This design comes from an exercise in tuning for small area, a short achievable clock period and few clock cycles per item on the open sky130 flow, not from production work.

==> onyx: inputs <==
==> flow/design.v (excerpt) <==
module rational_arith_unit #(
   parameter int WORD_BITS = 32
) (
   input  logic                        clock,
   input  logic                        reset,
   input  logic                        req_push,
   output logic                        req_full,
   input  logic        [2:0]           req_command,
   input  logic signed [WORD_BITS-1:0] req_a_num,
   input  logic signed [WORD_BITS-1:0] req_a_den,
   input  logic signed [WORD_BITS-1:0] req_b_num,
   input  logic        [WORD_BITS-2:0] req_b_den,
   output logic                        rsp_empty,
   input  logic                        rsp_pop,
   output logic signed [WORD_BITS-1:0] rsp_res_num,
   output logic        [WORD_BITS-2:0] rsp_res_den,
   output logic                        rsp_compare_true,
   output logic        [1:0]           rsp_status
);
clock: 8.0 ns
lec_check: 0
cap_margin: 20
core_margin: 2
core_utilization: 40
setup_slack_margin: 3.0
slew_margin: 20
run.sh (not shown) runs the stock make flow with config.mk's settings and CLKGATE_MAP_FILE= SYNTH_SCRIPT=/design/flow/synth_recipe.tcl, a recipe that flattens the netlist after the stock synthesis.
==> inputs of raven, as changes to onyx <==
--- a/flow/design.v
+++ b/flow/design.v
@@ -70,15 +70,18 @@
    localparam logic [1:0] STATUS_OK       = 2'd0;
    localparam logic [1:0] STATUS_ZERO_DEN = 2'd1;
    localparam logic [1:0] STATUS_OVERFLOW = 2'd2;
    localparam int W = WORD_BITS;
    localparam int MW = 2 * W;
-   localparam int R = 4;                  
+   localparam int R = 3;                  
    localparam int NSTEP = (W + R - 1) / R;
+   localparam int LW = NSTEP * R;         
+   localparam int QW = W + LW;
+   localparam int CNTW = $clog2(NSTEP);
    logic          s1_full, s1_mul;
-   logic [2:0]    cnt_ff;
-   logic [MW-1:0] q0_ff, q1_ff, q2_ff;
+   logic [CNTW-1:0] cnt_ff;
+   logic [QW-1:0] q0_ff, q1_ff, q2_ff;
    logic [W-1:0]  xb_ff, xd_ff;
    logic          c1_const, c1_cmp, c1_lt, c1_neg0, c1_neg1, c1_neg2, c1_use1, c1_inv;
    logic [1:0]    c1_cst;
    logic          st_idle, st_sum, st_gcd, st_const;
    logic [MW-1:0] ra_ff, rx_ff, rb_ff;
@@ -87,11 +90,10 @@
    logic          nneg_ff, ovf_ff, cap_ff;
    logic [W-2:0]  tm_ff;
    logic [1:0]    cst_ff;
    logic          ovalid_ff;
    logic [W-1:0]  onum_ff;
-   logic          oneg_ff;
    logic [W-2:0]  oden_ff;
    logic          ocmp_ff;
    logic [1:0]    ost_ff;
    logic         an_n, ad_n, bn_n;
    logic [W-1:0] an, ad, bn, bd;
@@ -144,13 +146,13 @@
       for (int k = 0; k < R; k++) begin
          mstep = mstep + (d[k] ? ((W+R)'(x) << k) : '0);
       end
    endfunction
    logic [W+R-1:0] t0, t1, t2;
-   assign t0 = mstep(q0_ff[MW-1:W], xb_ff, q0_ff[R-1:0]);
-   assign t1 = mstep(q1_ff[MW-1:W], xd_ff, q1_ff[R-1:0]);
-   assign t2 = mstep(q2_ff[MW-1:W], xd_ff, q2_ff[R-1:0]);
+   assign t0 = mstep(q0_ff[QW-1:LW], xb_ff, q0_ff[R-1:0]);
+   assign t1 = mstep(q1_ff[QW-1:LW], xd_ff, q1_ff[R-1:0]);
+   assign t2 = mstep(q2_ff[QW-1:LW], xd_ff, q2_ff[R-1:0]);
    logic [MW-1:0] sum0, sum1;
    logic          ge;
    assign rb_ff = ~rx_ff;
    rau_cadd #(.N(MW)) u_add (
       .a(ra_ff), .b(rx_ff), .sum0, .sum1, .cout1(ge)
@@ -273,21 +275,22 @@
       if (b_side && both_odd) begin
          m00_g = s0[W-1:0]; m10_g = s1[W-1:0];
       end
       if ((a_side || b_side) && both_odd && (s0[W] || s1[W])) g_ovf = 1'b1;
    end
+   logic [W-1:0] f_num;
+   assign f_num = (m00_ff ^ {W{nneg_ff}}) + (m01_ff ^ {W{nneg_ff}}) + {nneg_ff, 1'b0};
    logic         f_ovf;
    assign f_ovf = s0[W] || s1[W] || s1[W-1] || (s0[W-1] && (!nneg_ff || (s0[W-2:0] != '0)));
    logic         fin, wr, accept, stall, handoff;
    logic [W-1:0] w_num;
-   logic         w_neg;
    logic [W-2:0] w_den;
    logic         w_cmp;
    logic [1:0]   w_st;
    always_comb begin
       fin = 1'b0;
-      w_num = '0; w_neg = 1'b0; w_den = (W-1)'(1); w_cmp = 1'b0; w_st = STATUS_OK;
+      w_num = '0; w_den = (W-1)'(1); w_cmp = 1'b0; w_st = STATUS_OK;
       if (st_const) begin
          fin = 1'b1; w_st = cst_ff;
       end
       if (st_sum && cmp_ff) begin
          fin = 1'b1; w_cmp = cmp_res;
@@ -299,11 +302,11 @@
             fin = 1'b1; w_st = STATUS_OVERFLOW;
          end else if (both_odd && a_eq_b) begin
             fin = 1'b1;
             if (f_ovf) w_st = STATUS_OVERFLOW;
             else begin
-               w_num = s0[W-1:0]; w_neg = nneg_ff; w_den = s1[W-2:0];
+               w_num = f_num; w_den = s1[W-2:0];
             end
          end else if (len_ovf) begin
             fin = 1'b1; w_st = STATUS_OVERFLOW;
          end
       end
@@ -320,19 +323,19 @@
       end else if (accept) begin
          s1_full <= 1'b1;
          s1_mul  <= !(kconst || zd) && !kred;
       end else begin
          if (handoff) s1_full <= 1'b0;
-         if (s1_mul && cnt_ff == 3'(NSTEP - 1)) s1_mul <= 1'b0;
+         if (s1_mul && cnt_ff == CNTW'(NSTEP - 1)) s1_mul <= 1'b0;
       end
    end
    always_ff @(posedge clock) begin
       if (accept) begin
          cnt_ff   <= '0;
-         q0_ff    <= {{W{1'b0}}, an};
-         q1_ff    <= {{W{1'b0}}, bn};
-         q2_ff    <= {{W{1'b0}}, ld_q2};
+         q0_ff    <= QW'(an);
+         q1_ff    <= QW'(bn);
+         q2_ff    <= QW'(ld_q2);
          xb_ff    <= ld_xb;
          xd_ff    <= ad;
          c1_const <= kconst || zd;
          c1_cmp   <= kcmp;
          c1_lt    <= klt;
@@ -342,13 +345,13 @@
          c1_use1  <= use1;
          c1_inv   <= kcmp || (neg0 != neg1);
          c1_cst   <= zd ? STATUS_ZERO_DEN : STATUS_OK;
       end else if (s1_mul) begin
          cnt_ff <= cnt_ff + 1'b1;
-         q0_ff  <= {t0, q0_ff[W-1:R]};
-         q1_ff  <= {t1, q1_ff[W-1:R]};
-         q2_ff  <= {t2, q2_ff[W-1:R]};
+         q0_ff  <= {t0, q0_ff[LW-1:R]};
+         q1_ff  <= {t1, q1_ff[LW-1:R]};
+         q2_ff  <= {t2, q2_ff[LW-1:R]};
       end
    end
    always_ff @(posedge clock) begin
       if (reset) begin
          st_idle  <= 1'b1;
@@ -372,12 +375,12 @@
          end
       end
    end
    always_ff @(posedge clock) begin
       if (handoff) begin
-         ra_ff   <= q0_ff;
-         rx_ff   <= c1_use1 ? (c1_inv ? ~q1_ff : q1_ff) : ~q2_ff;
+         ra_ff   <= q0_ff[MW-1:0];
+         rx_ff   <= c1_use1 ? (c1_inv ? ~q1_ff[MW-1:0] : q1_ff[MW-1:0]) : ~q2_ff[MW-1:0];
          m00_ff  <= W'(1);
          m01_ff  <= c1_use1 ? q2_ff[MW-1:W] : '0;
          m10_ff  <= '0;
          m11_ff  <= c1_use1 ? q2_ff[W-1:0] : W'(1);
          nneg_ff <= c1_neg0 ^ c1_neg2;
@@ -389,23 +392,23 @@
          neg1_ff <= c1_neg1;
          neg2_ff <= c1_neg2;
          use1_ff <= c1_use1;
          inv_ff  <= c1_inv || !c1_use1;
          cst_ff  <= c1_cst;
-      end else if (!stall) begin
-         if (st_sum) begin
+      end else begin
+         if (st_sum && !cmp_ff) begin
             ra_ff   <= nsum;
             rx_ff   <= ~{m01_ff, m11_ff};
             nneg_ff <= nsign ^ neg2_ff;
             inv_ff  <= 1'b1;
             m01_ff  <= '0;
             m11_ff  <= W'(1);
          end
          if (st_gcd) begin
             ra_ff  <= ra_g;
             rx_ff  <= ~rb_g;
-            ovf_ff <= g_ovf;
+            ovf_ff <= ovf_ff || g_ovf;
             cap_ff <= both_ev;
             if (cap_ff) tm_ff <= tm_now;
             m00_ff <= m00_g;
             m01_ff <= m01_g;
             m10_ff <= m10_g;
@@ -419,17 +422,16 @@
       end else begin
          ovalid_ff <= wr || (ovalid_ff && !rsp_pop);
       end
       if (wr) begin
          onum_ff <= w_num;
-         oneg_ff <= w_neg;
          oden_ff <= w_den;
          ocmp_ff <= w_cmp;
          ost_ff  <= w_st;
       end
    end
    assign rsp_empty        = !ovalid_ff;
-   assign rsp_res_num      = oneg_ff ? W'(-onum_ff) : onum_ff;
+   assign rsp_res_num      = onum_ff;
    assign rsp_res_den      = oden_ff;
    assign rsp_compare_true = ocmp_ff;
    assign rsp_status       = ost_ff;
 endmodule
--- a/flow/config.mk
+++ b/flow/config.mk
@@ -5,8 +5,8 @@
 export SDC_FILE = /design/flow/constraint.sdc
 export NUM_CORES = 4
 export LEC_CHECK = 0
 export CAP_MARGIN = 20
 export CORE_MARGIN = 2
-export CORE_UTILIZATION = 40
+export CORE_UTILIZATION = 50
 export SETUP_SLACK_MARGIN = 3.0
 export SLEW_MARGIN = 20
==> inputs of juniper, as changes to onyx <==
--- a/flow/design.v
+++ b/flow/design.v
@@ -70,28 +70,31 @@
    localparam logic [1:0] STATUS_OK       = 2'd0;
    localparam logic [1:0] STATUS_ZERO_DEN = 2'd1;
    localparam logic [1:0] STATUS_OVERFLOW = 2'd2;
    localparam int W = WORD_BITS;
    localparam int MW = 2 * W;
-   localparam int R = 4;                  
+   localparam int R = 3;                  
    localparam int NSTEP = (W + R - 1) / R;
+   localparam int LW = NSTEP * R;         
+   localparam int QW = W + LW;
+   localparam int CNTW = $clog2(NSTEP);
    logic          s1_full, s1_mul;
-   logic [2:0]    cnt_ff;
-   logic [MW-1:0] q0_ff, q1_ff, q2_ff;
+   logic [CNTW-1:0] cnt_ff;
+   logic [QW-1:0] q0_ff, q1_ff, q2_ff;
    logic [W-1:0]  xb_ff, xd_ff;
    logic          c1_const, c1_cmp, c1_lt, c1_neg0, c1_neg1, c1_neg2, c1_use1, c1_inv;
    logic [1:0]    c1_cst;
-   logic          st_idle, st_sum, st_gcd, st_const;
+   logic          st_idle, st_sum, st_gcd, st_const, st_cmpw;
+   logic          cres_ff;
    logic [MW-1:0] ra_ff, rx_ff, rb_ff;
    logic [W-1:0]  m00_ff, m01_ff, m10_ff, m11_ff;
    logic          cmp_ff, lt_ff, neg0_ff, neg1_ff, neg2_ff, use1_ff, inv_ff;
    logic          nneg_ff, ovf_ff, cap_ff;
    logic [W-2:0]  tm_ff;
    logic [1:0]    cst_ff;
    logic          ovalid_ff;
    logic [W-1:0]  onum_ff;
-   logic          oneg_ff;
    logic [W-2:0]  oden_ff;
    logic          ocmp_ff;
    logic [1:0]    ost_ff;
    logic         an_n, ad_n, bn_n;
    logic [W-1:0] an, ad, bn, bd;
@@ -144,13 +147,13 @@
       for (int k = 0; k < R; k++) begin
          mstep = mstep + (d[k] ? ((W+R)'(x) << k) : '0);
       end
    endfunction
    logic [W+R-1:0] t0, t1, t2;
-   assign t0 = mstep(q0_ff[MW-1:W], xb_ff, q0_ff[R-1:0]);
-   assign t1 = mstep(q1_ff[MW-1:W], xd_ff, q1_ff[R-1:0]);
-   assign t2 = mstep(q2_ff[MW-1:W], xd_ff, q2_ff[R-1:0]);
+   assign t0 = mstep(q0_ff[QW-1:LW], xb_ff, q0_ff[R-1:0]);
+   assign t1 = mstep(q1_ff[QW-1:LW], xd_ff, q1_ff[R-1:0]);
+   assign t2 = mstep(q2_ff[QW-1:LW], xd_ff, q2_ff[R-1:0]);
    logic [MW-1:0] sum0, sum1;
    logic          ge;
    assign rb_ff = ~rx_ff;
    rau_cadd #(.N(MW)) u_add (
       .a(ra_ff), .b(rx_ff), .sum0, .sum1, .cout1(ge)
@@ -273,37 +276,41 @@
       if (b_side && both_odd) begin
          m00_g = s0[W-1:0]; m10_g = s1[W-1:0];
       end
       if ((a_side || b_side) && both_odd && (s0[W] || s1[W])) g_ovf = 1'b1;
    end
+   logic [W-1:0] f_num;
+   assign f_num = (m00_ff ^ {W{nneg_ff}}) + (m01_ff ^ {W{nneg_ff}}) + {nneg_ff, 1'b0};
    logic         f_ovf;
    assign f_ovf = s0[W] || s1[W] || s1[W-1] || (s0[W-1] && (!nneg_ff || (s0[W-2:0] != '0)));
    logic         fin, wr, accept, stall, handoff;
    logic [W-1:0] w_num;
-   logic         w_neg;
    logic [W-2:0] w_den;
    logic         w_cmp;
    logic [1:0]   w_st;
    always_comb begin
       fin = 1'b0;
-      w_num = '0; w_neg = 1'b0; w_den = (W-1)'(1); w_cmp = 1'b0; w_st = STATUS_OK;
+      w_num = '0; w_den = (W-1)'(1); w_cmp = 1'b0; w_st = STATUS_OK;
       if (st_const) begin
          fin = 1'b1; w_st = cst_ff;
       end
       if (st_sum && cmp_ff) begin
          fin = 1'b1; w_cmp = cmp_res;
       end
+      if (st_cmpw) begin
+         fin = 1'b1; w_cmp = cres_ff;
+      end
       if (st_gcd) begin
          if (a_zero) begin
             fin = 1'b1;
          end else if (ovf_ff) begin
             fin = 1'b1; w_st = STATUS_OVERFLOW;
          end else if (both_odd && a_eq_b) begin
             fin = 1'b1;
             if (f_ovf) w_st = STATUS_OVERFLOW;
             else begin
-               w_num = s0[W-1:0]; w_neg = nneg_ff; w_den = s1[W-2:0];
+               w_num = f_num; w_den = s1[W-2:0];
             end
          end else if (len_ovf) begin
             fin = 1'b1; w_st = STATUS_OVERFLOW;
          end
       end
@@ -320,19 +327,19 @@
       end else if (accept) begin
          s1_full <= 1'b1;
          s1_mul  <= !(kconst || zd) && !kred;
       end else begin
          if (handoff) s1_full <= 1'b0;
-         if (s1_mul && cnt_ff == 3'(NSTEP - 1)) s1_mul <= 1'b0;
+         if (s1_mul && cnt_ff == CNTW'(NSTEP - 1)) s1_mul <= 1'b0;
       end
    end
    always_ff @(posedge clock) begin
       if (accept) begin
          cnt_ff   <= '0;
-         q0_ff    <= {{W{1'b0}}, an};
-         q1_ff    <= {{W{1'b0}}, bn};
-         q2_ff    <= {{W{1'b0}}, ld_q2};
+         q0_ff    <= QW'(an);
+         q1_ff    <= QW'(bn);
+         q2_ff    <= QW'(ld_q2);
          xb_ff    <= ld_xb;
          xd_ff    <= ad;
          c1_const <= kconst || zd;
          c1_cmp   <= kcmp;
          c1_lt    <= klt;
@@ -342,42 +349,47 @@
          c1_use1  <= use1;
          c1_inv   <= kcmp || (neg0 != neg1);
          c1_cst   <= zd ? STATUS_ZERO_DEN : STATUS_OK;
       end else if (s1_mul) begin
          cnt_ff <= cnt_ff + 1'b1;
-         q0_ff  <= {t0, q0_ff[W-1:R]};
-         q1_ff  <= {t1, q1_ff[W-1:R]};
-         q2_ff  <= {t2, q2_ff[W-1:R]};
+         q0_ff  <= {t0, q0_ff[LW-1:R]};
+         q1_ff  <= {t1, q1_ff[LW-1:R]};
+         q2_ff  <= {t2, q2_ff[LW-1:R]};
       end
    end
    always_ff @(posedge clock) begin
       if (reset) begin
          st_idle  <= 1'b1;
          st_sum   <= 1'b0;
          st_gcd   <= 1'b0;
          st_const <= 1'b0;
+         st_cmpw  <= 1'b0;
       end else if (handoff) begin
          st_idle  <= 1'b0;
          st_sum   <= !c1_const && c1_use1;
          st_gcd   <= !c1_const && !c1_use1;
          st_const <= c1_const;
+         st_cmpw  <= 1'b0;
       end else if (wr) begin
          st_idle  <= 1'b1;
          st_sum   <= 1'b0;
          st_gcd   <= 1'b0;
          st_const <= 1'b0;
-      end else if (!stall) begin
-         if (st_sum) begin
-            st_sum <= 1'b0;
-            st_gcd <= 1'b1;
-         end
+         st_cmpw  <= 1'b0;
+      end else if (st_sum) begin
+         st_sum  <= 1'b0;
+         st_gcd  <= !cmp_ff;
+         st_cmpw <= cmp_ff;
       end
    end
    always_ff @(posedge clock) begin
+      if (st_sum) cres_ff <= cmp_res;
+   end
+   always_ff @(posedge clock) begin
       if (handoff) begin
-         ra_ff   <= q0_ff;
-         rx_ff   <= c1_use1 ? (c1_inv ? ~q1_ff : q1_ff) : ~q2_ff;
+         ra_ff   <= q0_ff[MW-1:0];
+         rx_ff   <= c1_use1 ? (c1_inv ? ~q1_ff[MW-1:0] : q1_ff[MW-1:0]) : ~q2_ff[MW-1:0];
          m00_ff  <= W'(1);
          m01_ff  <= c1_use1 ? q2_ff[MW-1:W] : '0;
          m10_ff  <= '0;
          m11_ff  <= c1_use1 ? q2_ff[W-1:0] : W'(1);
          nneg_ff <= c1_neg0 ^ c1_neg2;
@@ -389,47 +401,43 @@
          neg1_ff <= c1_neg1;
          neg2_ff <= c1_neg2;
          use1_ff <= c1_use1;
          inv_ff  <= c1_inv || !c1_use1;
          cst_ff  <= c1_cst;
-      end else if (!stall) begin
-         if (st_sum) begin
-            ra_ff   <= nsum;
-            rx_ff   <= ~{m01_ff, m11_ff};
-            nneg_ff <= nsign ^ neg2_ff;
-            inv_ff  <= 1'b1;
-            m01_ff  <= '0;
-            m11_ff  <= W'(1);
-         end
-         if (st_gcd) begin
-            ra_ff  <= ra_g;
-            rx_ff  <= ~rb_g;
-            ovf_ff <= g_ovf;
-            cap_ff <= both_ev;
-            if (cap_ff) tm_ff <= tm_now;
-            m00_ff <= m00_g;
-            m01_ff <= m01_g;
-            m10_ff <= m10_g;
-            m11_ff <= m11_g;
-         end
+      end else if (st_sum) begin
+         ra_ff   <= nsum;
+         rx_ff   <= ~{m01_ff, m11_ff};
+         nneg_ff <= nsign ^ neg2_ff;
+         inv_ff  <= 1'b1;
+         m01_ff  <= '0;
+         m11_ff  <= W'(1);
+      end else begin
+         ra_ff  <= ra_g;
+         rx_ff  <= ~rb_g;
+         ovf_ff <= ovf_ff || g_ovf;
+         cap_ff <= both_ev;
+         if (cap_ff) tm_ff <= tm_now;
+         m00_ff <= m00_g;
+         m01_ff <= m01_g;
+         m10_ff <= m10_g;
+         m11_ff <= m11_g;
       end
    end
    always_ff @(posedge clock) begin
       if (reset) begin
          ovalid_ff <= 1'b0;
       end else begin
          ovalid_ff <= wr || (ovalid_ff && !rsp_pop);
       end
       if (wr) begin
          onum_ff <= w_num;
-         oneg_ff <= w_neg;
          oden_ff <= w_den;
          ocmp_ff <= w_cmp;
          ost_ff  <= w_st;
       end
    end
    assign rsp_empty        = !ovalid_ff;
-   assign rsp_res_num      = oneg_ff ? W'(-onum_ff) : onum_ff;
+   assign rsp_res_num      = onum_ff;
    assign rsp_res_den      = oden_ff;
    assign rsp_compare_true = ocmp_ff;
    assign rsp_status       = ost_ff;
 endmodule
--- a/flow/config.mk
+++ b/flow/config.mk
@@ -5,8 +5,8 @@
 export SDC_FILE = /design/flow/constraint.sdc
 export NUM_CORES = 4
 export LEC_CHECK = 0
 export CAP_MARGIN = 20
 export CORE_MARGIN = 2
-export CORE_UTILIZATION = 40
-export SETUP_SLACK_MARGIN = 3.0
+export CORE_UTILIZATION = 50
+export SETUP_SLACK_MARGIN = 3.6
 export SLEW_MARGIN = 20
==> inputs of willow, as changes to onyx <==
--- a/flow/design.v
+++ b/flow/design.v
@@ -72,14 +72,18 @@
    localparam logic [1:0] STATUS_OVERFLOW = 2'd2;
    localparam int W = WORD_BITS;
    localparam int MW = 2 * W;
    localparam int R = 4;                  
    localparam int NSTEP = (W + R - 1) / R;
-   logic          s1_full, s1_mul;
-   logic [2:0]    cnt_ff;
-   logic [MW-1:0] q0_ff, q1_ff, q2_ff;
+   localparam int LW = NSTEP * R;         
+   localparam int QW = W + LW;
+   localparam int CNTW = $clog2(NSTEP);
+   logic          s1_full, s1_prep, s1_mul;
+   logic [CNTW-1:0] cnt_ff;
+   logic [QW-1:0] q0_ff, q1_ff, q2_ff;
    logic [W-1:0]  xb_ff, xd_ff;
+   logic [W+1:0]  x3b_ff, x3d_ff;        
    logic          c1_const, c1_cmp, c1_lt, c1_neg0, c1_neg1, c1_neg2, c1_use1, c1_inv;
    logic [1:0]    c1_cst;
    logic          st_idle, st_sum, st_gcd, st_const;
    logic [MW-1:0] ra_ff, rx_ff, rb_ff;
    logic [W-1:0]  m00_ff, m01_ff, m10_ff, m11_ff;
@@ -87,11 +91,10 @@
    logic          nneg_ff, ovf_ff, cap_ff;
    logic [W-2:0]  tm_ff;
    logic [1:0]    cst_ff;
    logic          ovalid_ff;
    logic [W-1:0]  onum_ff;
-   logic          oneg_ff;
    logic [W-2:0]  oden_ff;
    logic          ocmp_ff;
    logic [1:0]    ost_ff;
    logic         an_n, ad_n, bn_n;
    logic [W-1:0] an, ad, bn, bd;
@@ -136,21 +139,26 @@
          default: begin
             kconst = 1'b1;
          end
       endcase
    end
+   function automatic logic [W+1:0] mdig(logic [W-1:0] x, logic [W+1:0] x3, logic [1:0] k);
+      case (k)
+         2'd0:    mdig = '0;
+         2'd1:    mdig = (W+2)'(x);
+         2'd2:    mdig = (W+2)'({x, 1'b0});
+         default: mdig = x3;
+      endcase
+   endfunction
    function automatic logic [W+R-1:0] mstep(logic [W-1:0] hi, logic [W-1:0] x,
-                                            logic [R-1:0] d);
-      mstep = (W+R)'(hi);
-      for (int k = 0; k < R; k++) begin
-         mstep = mstep + (d[k] ? ((W+R)'(x) << k) : '0);
-      end
+                                            logic [W+1:0] x3, logic [R-1:0] d);
+      mstep = (W+R)'(hi) + (W+R)'(mdig(x, x3, d[1:0])) + ((W+R)'(mdig(x, x3, d[3:2])) << 2);
    endfunction
    logic [W+R-1:0] t0, t1, t2;
-   assign t0 = mstep(q0_ff[MW-1:W], xb_ff, q0_ff[R-1:0]);
-   assign t1 = mstep(q1_ff[MW-1:W], xd_ff, q1_ff[R-1:0]);
-   assign t2 = mstep(q2_ff[MW-1:W], xd_ff, q2_ff[R-1:0]);
+   assign t0 = mstep(q0_ff[QW-1:LW], xb_ff, x3b_ff, q0_ff[R-1:0]);
+   assign t1 = mstep(q1_ff[QW-1:LW], xd_ff, x3d_ff, q1_ff[R-1:0]);
+   assign t2 = mstep(q2_ff[QW-1:LW], xd_ff, x3d_ff, q2_ff[R-1:0]);
    logic [MW-1:0] sum0, sum1;
    logic          ge;
    assign rb_ff = ~rx_ff;
    rau_cadd #(.N(MW)) u_add (
       .a(ra_ff), .b(rx_ff), .sum0, .sum1, .cout1(ge)
@@ -273,21 +281,22 @@
       if (b_side && both_odd) begin
          m00_g = s0[W-1:0]; m10_g = s1[W-1:0];
       end
       if ((a_side || b_side) && both_odd && (s0[W] || s1[W])) g_ovf = 1'b1;
    end
+   logic [W-1:0] f_num;
+   assign f_num = (m00_ff ^ {W{nneg_ff}}) + (m01_ff ^ {W{nneg_ff}}) + {nneg_ff, 1'b0};
    logic         f_ovf;
    assign f_ovf = s0[W] || s1[W] || s1[W-1] || (s0[W-1] && (!nneg_ff || (s0[W-2:0] != '0)));
    logic         fin, wr, accept, stall, handoff;
    logic [W-1:0] w_num;
-   logic         w_neg;
    logic [W-2:0] w_den;
    logic         w_cmp;
    logic [1:0]   w_st;
    always_comb begin
       fin = 1'b0;
-      w_num = '0; w_neg = 1'b0; w_den = (W-1)'(1); w_cmp = 1'b0; w_st = STATUS_OK;
+      w_num = '0; w_den = (W-1)'(1); w_cmp = 1'b0; w_st = STATUS_OK;
       if (st_const) begin
          fin = 1'b1; w_st = cst_ff;
       end
       if (st_sum && cmp_ff) begin
          fin = 1'b1; w_cmp = cmp_res;
@@ -299,40 +308,46 @@
             fin = 1'b1; w_st = STATUS_OVERFLOW;
          end else if (both_odd && a_eq_b) begin
             fin = 1'b1;
             if (f_ovf) w_st = STATUS_OVERFLOW;
             else begin
-               w_num = s0[W-1:0]; w_neg = nneg_ff; w_den = s1[W-2:0];
+               w_num = f_num; w_den = s1[W-2:0];
             end
          end else if (len_ovf) begin
             fin = 1'b1; w_st = STATUS_OVERFLOW;
          end
       end
    end
    assign wr       = fin && (!ovalid_ff || rsp_pop);
    assign stall    = fin && !wr;
-   assign handoff  = s1_full && !s1_mul && (st_idle || wr);
+   assign handoff  = s1_full && !s1_prep && !s1_mul && (st_idle || wr);
    assign req_full = s1_full;
    assign accept   = req_push && !req_full;
    always_ff @(posedge clock) begin
       if (reset) begin
          s1_full <= 1'b0;
+         s1_prep <= 1'b0;
          s1_mul  <= 1'b0;
       end else if (accept) begin
          s1_full <= 1'b1;
-         s1_mul  <= !(kconst || zd) && !kred;
+         s1_prep <= !(kconst || zd) && !kred;
+         s1_mul  <= 1'b0;
       end else begin
          if (handoff) s1_full <= 1'b0;
-         if (s1_mul && cnt_ff == 3'(NSTEP - 1)) s1_mul <= 1'b0;
+         if (s1_prep) begin
+            s1_prep <= 1'b0;
+            s1_mul  <= 1'b1;
+         end
+         if (s1_mul && cnt_ff == CNTW'(NSTEP - 1)) s1_mul <= 1'b0;
       end
    end
    always_ff @(posedge clock) begin
       if (accept) begin
          cnt_ff   <= '0;
-         q0_ff    <= {{W{1'b0}}, an};
-         q1_ff    <= {{W{1'b0}}, bn};
-         q2_ff    <= {{W{1'b0}}, ld_q2};
+         q0_ff    <= QW'(an);
+         q1_ff    <= QW'(bn);
+         q2_ff    <= QW'(ld_q2);
          xb_ff    <= ld_xb;
          xd_ff    <= ad;
          c1_const <= kconst || zd;
          c1_cmp   <= kcmp;
          c1_lt    <= klt;
@@ -340,15 +355,18 @@
          c1_neg1  <= neg1;
          c1_neg2  <= neg2;
          c1_use1  <= use1;
          c1_inv   <= kcmp || (neg0 != neg1);
          c1_cst   <= zd ? STATUS_ZERO_DEN : STATUS_OK;
+      end else if (s1_prep) begin
+         x3b_ff <= (W+2)'(xb_ff) + (W+2)'({xb_ff, 1'b0});
+         x3d_ff <= (W+2)'(xd_ff) + (W+2)'({xd_ff, 1'b0});
       end else if (s1_mul) begin
          cnt_ff <= cnt_ff + 1'b1;
-         q0_ff  <= {t0, q0_ff[W-1:R]};
-         q1_ff  <= {t1, q1_ff[W-1:R]};
-         q2_ff  <= {t2, q2_ff[W-1:R]};
+         q0_ff  <= {t0, q0_ff[LW-1:R]};
+         q1_ff  <= {t1, q1_ff[LW-1:R]};
+         q2_ff  <= {t2, q2_ff[LW-1:R]};
       end
    end
    always_ff @(posedge clock) begin
       if (reset) begin
          st_idle  <= 1'b1;
@@ -372,12 +390,12 @@
          end
       end
    end
    always_ff @(posedge clock) begin
       if (handoff) begin
-         ra_ff   <= q0_ff;
-         rx_ff   <= c1_use1 ? (c1_inv ? ~q1_ff : q1_ff) : ~q2_ff;
+         ra_ff   <= q0_ff[MW-1:0];
+         rx_ff   <= c1_use1 ? (c1_inv ? ~q1_ff[MW-1:0] : q1_ff[MW-1:0]) : ~q2_ff[MW-1:0];
          m00_ff  <= W'(1);
          m01_ff  <= c1_use1 ? q2_ff[MW-1:W] : '0;
          m10_ff  <= '0;
          m11_ff  <= c1_use1 ? q2_ff[W-1:0] : W'(1);
          nneg_ff <= c1_neg0 ^ c1_neg2;
@@ -419,17 +437,16 @@
       end else begin
          ovalid_ff <= wr || (ovalid_ff && !rsp_pop);
       end
       if (wr) begin
          onum_ff <= w_num;
-         oneg_ff <= w_neg;
          oden_ff <= w_den;
          ocmp_ff <= w_cmp;
          ost_ff  <= w_st;
       end
    end
    assign rsp_empty        = !ovalid_ff;
-   assign rsp_res_num      = oneg_ff ? W'(-onum_ff) : onum_ff;
+   assign rsp_res_num      = onum_ff;
    assign rsp_res_den      = oden_ff;
    assign rsp_compare_true = ocmp_ff;
    assign rsp_status       = ost_ff;
 endmodule
==> out/metrics.cfg <==
[routing]
wl_per_cell_microns = 28.1
wl_met3_microns = 31600
drtIter0Drc = 8018

[placed_design]
hpwlAfterDp_microns = 211000

[setup_path]
cp_top_family = compound AO/OA/AOI/OAI gates
critPathMaxFanout = 9

[sta]
setup_ws_ns = 2.99

[logic_synthesis]
synth_seq_cells = 708
yosys.area_share.simple_pct = 16.6

[cells_and_area]
fin_area_sq_mm = 0.0759
antenna_cells = 4
nFillCells = 16100
nFlopsAndLatches = 708

[die]
initial_core_util_pct = 40.1

[status]
outcome = no timing/DRC/antenna violations

[global_routing]
met1_usage_pct = 44.4
use_met2_pct = 47.5

(the above is from willow)
==> out/metrics.cfg <==
[cells_and_area]
antenna_cells = 6
nFillCells = 10200
layout-drive-gt1-share_pct = 21.2

[status]
outcome = no timing/DRC/antenna violations

[routing]
drtIter0Drc = 11000
wl_met3_microns = 50200
wl_per_cell_microns = 31.6

[global_routing]
use_met2_pct = 61.8
met1_usage_pct = 60.4

[min_path]
hold_path_startpoint = c1_neg1

[setup_path]
worstSetupPathType = flip-flop to flip-flop
critPathMaxFanout = 8

[sta]
setup_ws_ns = 3.27

[die]
initial_core_util_pct = 50.3

[placed_design]
hpwlAfterDp_microns = 200000

[logic_synthesis]
yosys.area_share.simple_pct = 18.7

(the above is from juniper)
==> out/metrics.cfg <==
[logic_synthesis]
yosys.area_share.simple_pct = 19.0
synth_seq_cells = 643

[routing]
wl_met3_microns = 37600
wl_per_cell_microns = 29.4
drtIter0Drc = 9060

[setup_path]
critPathMaxFanout = 13
cp_top_family = simple AND/OR/NAND/NOR gates

[cells_and_area]
antenna_cells = 6
nFillCells = 11300
nFlopsAndLatches = 643

[global_routing]
met1_usage_pct = 58.5
use_met2_pct = 58.6

[status]
outcome = no timing/DRC/antenna violations

(the above is from raven)
==> out/metrics.cfg <==
[global_routing]
met1_usage_pct = 43.3
use_met2_pct = 48.4

[setup_path]
critPathMaxFanout = 7
cp_top_family = adder cells

[routing]
wl_met3_microns = 29900
wl_per_cell_microns = 27.9
drtIter0Drc = 7980

[logic_synthesis]
yosys.area_share.simple_pct = 17.6
synth_seq_cells = 640

[sta]
setup_ws_ns = 2.60

[status]
outcome = no timing/DRC/antenna violations

[cells_and_area]
fin_area_sq_mm = 0.0733
nFillCells = 15300
antenna_cells = 6
nFlopsAndLatches = 640

[placed_design]
hpwlAfterDp_microns = 196000

(the above is from onyx)
No functional check of the RTL was part of any run of this note.

what the ideal ports hide:
In the flow no input, the clock included, has a driving cell. The finished layouts below were timed again as built, in two steps.
Step 1: set_driving_cell puts a clkbuf_16 on clock and a buf_2 on each other input, an assumption about the parent block.
Step 2, shift: input delay + t, output delay - t, t = (earliest + latest rising clock arrival at the registers) / 2. This alone moves slack from input paths to output paths.
Three values: no drivers, after step 1, after step 2; two values: the first two.
run	t, ns	setup WS [ns]	worst hold slack (ns)	clock arrival spread, ns	slew at the worst register clock pin (ns)
onyx	0.801	2.600 / 2.600 / 2.320	0.423 / 0.423 / 0.423	0.043 / 0.043	0.06 / 0.06
raven	0.801	2.778 / 2.778 / 2.338	0.428 / 0.428 / 0.428	0.036 / 0.036	0.07 / 0.07
juniper	0.790	3.271 / 3.271 / 2.708	0.427 / 0.427 / 0.427	0.038 / 0.037	0.07 / 0.07
willow	0.807	2.992 / 2.992 / 2.328	0.416 / 0.416 / 0.416	0.044 / 0.044	0.07 / 0.07
After both steps every run listed still meets setup and hold. The setup slack of willow, which loses most, moves by 0.000 ns with the drivers and by -0.664 ns with both steps.
